Source: an optimization exercise on an open RTL-to-GDS flow (aim: small area, a short achievable clock period and few clock cycles per item). Production flows keep margins and buffers that such runs may drop.
Function was checked by simulation only, so behaviour that the tests miss may differ from the original.
Power figures rest on the tool's default switching activity, not on a simulated workload.

## flow/design.v (module list and top-level ports; edited modules follow where they fit)
// module dot8: 3086 lines
// module systolic_mm_top: 109 lines
module systolic_mm_top (
    input  logic                  clk,
    input  logic                  rst,
    input  logic                  in_valid,
    input  logic [8-1:0] in_data,
    output logic                  out_valid,
    output logic [8-1:0] out_data,
    output logic                  busy,
    output logic                  done
);
  // ...
==> flow/flow/run.sh <==
#!/bin/bash
# Standard ORFS layout, except that synthesis skips the "abc -fast" pass of
# yosys synth's fine step (synth -noabc), so extract_fa sees the adder
# logic as written instead of after an ABC remap that flips polarities and
# leaves inverters around the full-adder cells. Everything else is the standard flow's
# standard.sh and synth_recipe.tcl unchanged.
set -euo pipefail
cd "$(dirname "$0")/.."
first='proc synth {args} { yosys synth -nofsm -noshare {*}$args }'
[[ "$(head -1 synth_recipe.tcl)" == "$first" ]] || { echo "unexpected synth_recipe.tcl" >&2; exit 1; }
{ echo 'proc synth {args} { yosys synth -nofsm -noshare -noabc {*}$args }'; tail -n +2 synth_recipe.tcl; } > noabc_synth.tcl
grep -q "SYNTH_SCRIPT=$PWD/synth_recipe.tcl" standard.sh || { echo "unexpected standard.sh" >&2; exit 1; }
sed "s#SYNTH_SCRIPT=$PWD/synth_recipe.tcl#SYNTH_SCRIPT=$PWD/noabc_synth.tcl#" standard.sh > noabc_standard.sh
bash noabc_standard.sh > layout.log 2>&1
==> flow/standard.sh <==
#!/bin/bash
# synth_recipe.tcl (not shown) runs the flow's synth.tcl, then flattens the netlist and writes it again
# the make line also repeats each setting of config.mk as NAME=value (left out here)
make -C /OpenROAD-flow-scripts/flow DESIGN_CONFIG=/design/flow/config.mk WORK_HOME=/design/flow/orfs CLKGATE_MAP_FILE= SYNTH_SCRIPT=/design/flow/synth_recipe.tcl "${@:-finish}"
==> flow/config.mk <==
export PLATFORM = sky130hd
export DESIGN_NAME = systolic_mm_top
export DESIGN_NICKNAME = systolic_mm_top
export VERILOG_FILES = /design/flow/design.v
export SDC_FILE = /design/flow/constraint.sdc
export NUM_CORES = 4
export LEC_CHECK = 0
export CAP_MARGIN = 20
export CORE_MARGIN = 2
export CORE_UTILIZATION = 70
export CTS_BUF_LIST = sky130_fd_sc_hd__clkbuf_8 sky130_fd_sc_hd__clkbuf_16
export CTS_CLUSTER_DIAMETER = 60
export CTS_CLUSTER_SIZE = 34
export SETUP_SLACK_MARGIN = 3.7
export SLEW_MARGIN = 20
==> flow/constraint.sdc <==
create_clock -name core_clock -period 6.0 [get_ports {clk}]
set_input_delay 1.2000 -clock core_clock [delete_from_list [all_inputs] [get_ports {clk}]]
set_output_delay 1.2000 -clock core_clock [all_outputs]
set_load 0.01 [all_outputs]
==> metrics.md, run 1 <==
| Metric | Value |
|---|---|
| Status | finished clean |
| Sw Ratio | 22.90% |
| Non-clk bufs | 40 |
| Die height | 272.4 µm |
| Worst reg-to-reg path cell count | 7 |
| DP Wirelength | 62650 µm |
| Clk tree area frac | 4.820% |
| Crit Path Category | register to output port |
| EDFF count, synth | 1024 |
| Wirelength per Cell | 25.94 µm |
| Metal2 WL | 49260 µm |
| Comb_multi_in | 1085 |
| Cells after Synth | 2568 |
| Ports | 22 |
| R2r endpoint | dot8_inst.res[5] |
| Overall power | 0.01725 W |
| WP data arrival | 1.12 ns |
| Vias | 20.95k |
| Post-synthesis async set-or-reset flop share | 3.039% |
| Main flop type after synthesis | edfxtp_1 |
| Post-synthesis simple-gate area fraction | 6.052% |
| Pwr top | sequential cells |
| Top Registers | bq (512), la (512) |
| Post-synthesis mux area share | 0.3375% |
| Met1 Usage GRT | 35.79% |
| Layout fillers | 3842 |
| Grt peak-use layer | met2 |
| Place WS | 2.902 ns |
| Grt total ovfl | 0 |
| Max Freq | 431.6 MHz |
| Clock-net power | 0.00590 W |
| Finished Core Util | 76.64% |
| Sw Pwr | 0.003950 W |
| N_diodes | 7 |
| Clock Tree Root | clkbuf_16 |
| Count leader, synth | edfxtp_1 |
| CP delay by family, top | flip-flops |
Testbench counts, summed over its fixed seeds: cycles 24,072, jobs 128.
==> run 2: changes to the inputs <==
--- a/flow/config.mk
+++ b/flow/config.mk
@@ -10,6 +10,6 @@
 export CORE_UTILIZATION = 70
 export CTS_BUF_LIST = sky130_fd_sc_hd__clkbuf_8 sky130_fd_sc_hd__clkbuf_16
-export CTS_CLUSTER_DIAMETER = 60
-export CTS_CLUSTER_SIZE = 34
+export CTS_CLUSTER_DIAMETER = 50
+export CTS_CLUSTER_SIZE = 20
 export SETUP_SLACK_MARGIN = 3.7
 export SLEW_MARGIN = 20
==> run 2 against run 1 <==
Worst hold slack got worse by 0.014 ns; sequential power about the same; die area did not move; critical path type unchanged; synthesized area is the same; sequential share of layout area decreased by 1.4 points; wire length rose by 2.0%; setup slack worse by 0.027 ns; clock skew decreased by 0.0047 ns; power increased by 9.1%; fmax decreased by 1.2%; largest power group unchanged; critical endpoint unchanged; highest routed layer is now met4; cell area rose by 2.1%.
==> metrics.md, run 2 <==
| Metric | Value |
|---|---|
| Worst path depth | 1 |
| Period minus WS final | 2.345 ns |
| Actual transition at the worst max-transition pin | 1.102 ns |
| Rel. slew slack | 26.51% |
| Pre-antenna DRT Iters | 6 |
| Worst reg-to-reg path cell count | 4 (-3) |
| Post-route ant nets | 0 |
| EDFF count, synth | 1024 (unchanged) |
| Crit Path Category | register to output port |
| Yosys top cell by area | edfxtp_1 |
| Setup Skew | 0.03169 ns |
| Grt total ovfl | 0 (unchanged) |
| Clock tree from TritonCTS | yes |
| CP delay by family, top | flip-flops |
| Commonest cells after routing, fill and taps aside | 1024 x edfxtp_1, 367 x fa_1, 355 x and2_1 |
| R2R Path Start | bq[259] |
| Post-synthesis simple-gate area fraction | 6.052% (unchanged) |
| Die X | 272.4 µm |
| Power Density | 336.9 nW/µm² |
| Main flop type after synthesis | edfxtp_1 |
| CP Cell Sequence | buf_6 |
| First-pass GRT wire length | 145400 µm |
| Register bit total from synthesis | 1382 |
| Worst Path Buf+Inv | 1 |
| Total clock sinks | 1382 |
| R2r endpoint | dot8_inst.r2_s231 |
| Setup TNS | 0 ns |
| Most common cell after layout, fill and taps aside | edfxtp_1 |
| Ports | 22 (unchanged) |
| Layout fillers | 3633 (-5.4%) |
| Critical path peak fanout | 1 |
| Count leader, synth | edfxtp_1 |
| Setup Viol. Count Final | 0 |
| Max-slew violations | 0 |
| Status | finished clean |
| Worst vdd ir | 0.4161 mV |
| Num CTS Buffers | 108 |
| Final hold viol count | 0 |
| Vias in the first global route | 23.08k |
| Max-cap viol count | 0 |
| Adder-cell share of the synthesized area | 15.06% |
| WP data arrival | 1.14 ns (+0.02 ns) |
| Layout cells sized above 1 | 9.347% |
| Synth cell types | 46 |
| Cell depth of the worst hold path | 0 |
| Critical path data required time | 4.80 ns |
| Crit-path slowest cell | dfxtp_2 |
| Layout Area Growth over Synthesis | 10.73% |
| Final Cycle Share | 39.08% |
| Wirelength per Cell | 25.91 µm (-0.15%) |
| DP Wirelength | 62650 µm (unchanged) |
| Gpl congestion | 0.8480 |
| XOR/XNOR share of the synthesized area | 1.598% |
| Min-delay src | dot8_inst.r2_s150 |
| Starting Density | 70.66% |
| Unrepaired setup endpoints after global routing | yes |
| CTS Buffer Depth | 3 |
| Area of the mapped netlist | 50420 µm² |
| Commonest cells in the synthesized netlist | 1024 x edfxtp_1, 368 x fa_1, 358 x and2_1 |
| Residual DRC count | 0 |
| FP Rows | 98 |
| Core area | 71360 µm² |
| Number of DRC markers in iteration 0 | 2094 |
| Post-synthesis compound-gate area fraction | 0.5310% |
| Crit start category | register |
| Reg clk slew, reported paths | 0.08 ns |
| Net count after synthesis | 2965 |
| Static Leak | 19.66 nW |
| Cells after Synth | 2568 (unchanged) |
| Worst Hold Path EP | dot8_inst.r5_r2_s150 |
| Hold WC Path Type | register to register |
| Die height | 272.4 µm (unchanged) |
| Overall power | 0.01881 W (+9.1%) |
| Vias | 21.39k (+2.1%) |
| Largest net degree at the start of global routing | 188 |
| H-tree levels | 3 |
| Top Registers | bq (512), la (512) |
| Worst Setup End Kind | output port |
| All-Layer GR Usage | 27.43% |
| Clock Tree Root | clkbuf_16 |
| Worst R2R Setup Slack | 3.78 ns |
| Largest family of logic cells by synthesized area | adder cells |
| Post-synthesis mux area share | 0.3375% (unchanged) |
| Initial antenna violation count | 0 |
| Via density | 5.689 |
| WHS | 0.3216 ns |
| Worst path max stage delay | 0.34 ns |
| Syn Area/Cell | 19.64 µm² |
| Aggregate routed wire length | 97380 µm |
| Post-synthesis async set-or-reset flop share | 3.039% (unchanged) |
| Final Net Count | 3107 |
| Clock Latency Late Sink | 0.69 ns |
| Die area | 74200 µm² |
| Register area share after synthesis | 75.62% |
| Number of port buffers | 21 |
| Yosys warns | 3 |
| Max Freq | 426.5 MHz (-1.2%) |
| Area fraction of the dominant cell type after synthesis | 60.98% |
| Synth area leaders | edfxtp_1 61%, fa_1 15%, dfxtp_1 13% |
==> run 2: cell counts after synthesis <==
No cell type changed its count.
==> run 2: kinds of logic after synthesis <==
logic type | count (synthesis)
DFF | 1382
adders and majority gates | 386
AOI/OAI and AO/OA | 42
buffers and inverters | 101
muxes | 16
and+or+nand+nor | 549
xor gates and xnor gates | 92
==> run 2: how the worst max path moves through the flow <==
| stage | from | endpoint |
|---|---|---|
| floorplan | ben | t7[7] |
| global placement | in_valid | icnt[6] |
| detailed placement | in_valid | lh[6] |
| CTS | dot8_inst.vout | out_valid |
| global route | dot8_inst.vout | out_valid |
| finish | dot8_inst.vout | out_valid |
==> run 2: final cells by class <==
type                       count  area (µm²)  area share (%)
antenna                        6       15.01         0.02689
timing repair buffer          41       395.4          0.7081
sequential                  1382       38150           68.32
multi-input combinational   1085       12000           21.49
inverter                      92       345.3          0.6185
tap                          950        1189           2.129
clock inverter                87       875.8           1.569
clock buffer                 116        2869           5.138
==> run 2: power breakdown <==
part	internal [W]	switching, W	total [W]
logic	0.000484	0.000506	0.000990
clock network	0.00384	0.00357	0.00740
registers	0.0103	0.000104	0.0104
==> run 2: metal layers <==
layer | part of all wire, % | up-vias | global-route usage [%] | wire [µm]
met1 | 39 | 11190 | 36.72 | 38080
met3 | 5.1 | 206 | 4.002 | 4939
met4 | 3.7 | 0 | 9.601 | 3555
met2 | 52 | 809 | 47.01 | 50800
met5 | 0 | - | 0 | 0
li1 | - | 9184 | - | -
==> run 2: through the flow <==
step | instance area, µm² | worst slack [ns] | utilization, % | std cells
6_report | 55840 | 3.655 | 78.24 | 3759
5_1_grt | 55820 | 3.616 | 78.22 | 3753
4_1_cts | 55740 | 3.615 | 78.11 | 3750
3_5_place_dp | 51940 | 2.902 | 72.78 | 3545
3_3_place_gp | 51940 | 2.949 | 72.78 | 3545
2_1_floorplan | 50480 | 1.412 | - | 2568
==> run 2: timing repair <==
| action | in CTS | in global routing |
|---|---|---|
| resized for setup | 61 | 8 |
| pin swaps | 6 | 3 |
| endpoints found under the setup margin | 28 | 336 |
| buffers inserted | 2 | 3 |
| hold buffers | 0 | 0 |

port drivers added, routing unchanged:
The flow's constraints put no driver on any port. The routed layouts listed below were extracted and timed again, unchanged, in two steps.
Step 1 sets driving cells, clkbuf_16 on the clock port and buf_2 on the other inputs (assumed; they add their load-dependent delay and slew).
Step 2 also shifts input and output timing later by t, the mid clock arrival at the registers, as if the neighbouring blocks saw the same clock.
Three values: no drivers, after step 1, after step 2; two values: the first two.
run	t, ns	setup WS [ns]	worst hold slack (ns)	latest minus earliest clock arrival (ns)
run 1	0.707	3.683 / 3.616 / 3.455	0.335 / 0.335 / 0.335	0.043 / 0.043
run 2	0.738	3.655 / 3.591 / 3.069	0.322 / 0.322 / 0.322	0.037 / 0.037
After both steps setup and hold are still met in every run listed. For run 2, which loses most, drivers alone change the setup slack by -0.064 ns; drivers and shift together by -0.586 ns.
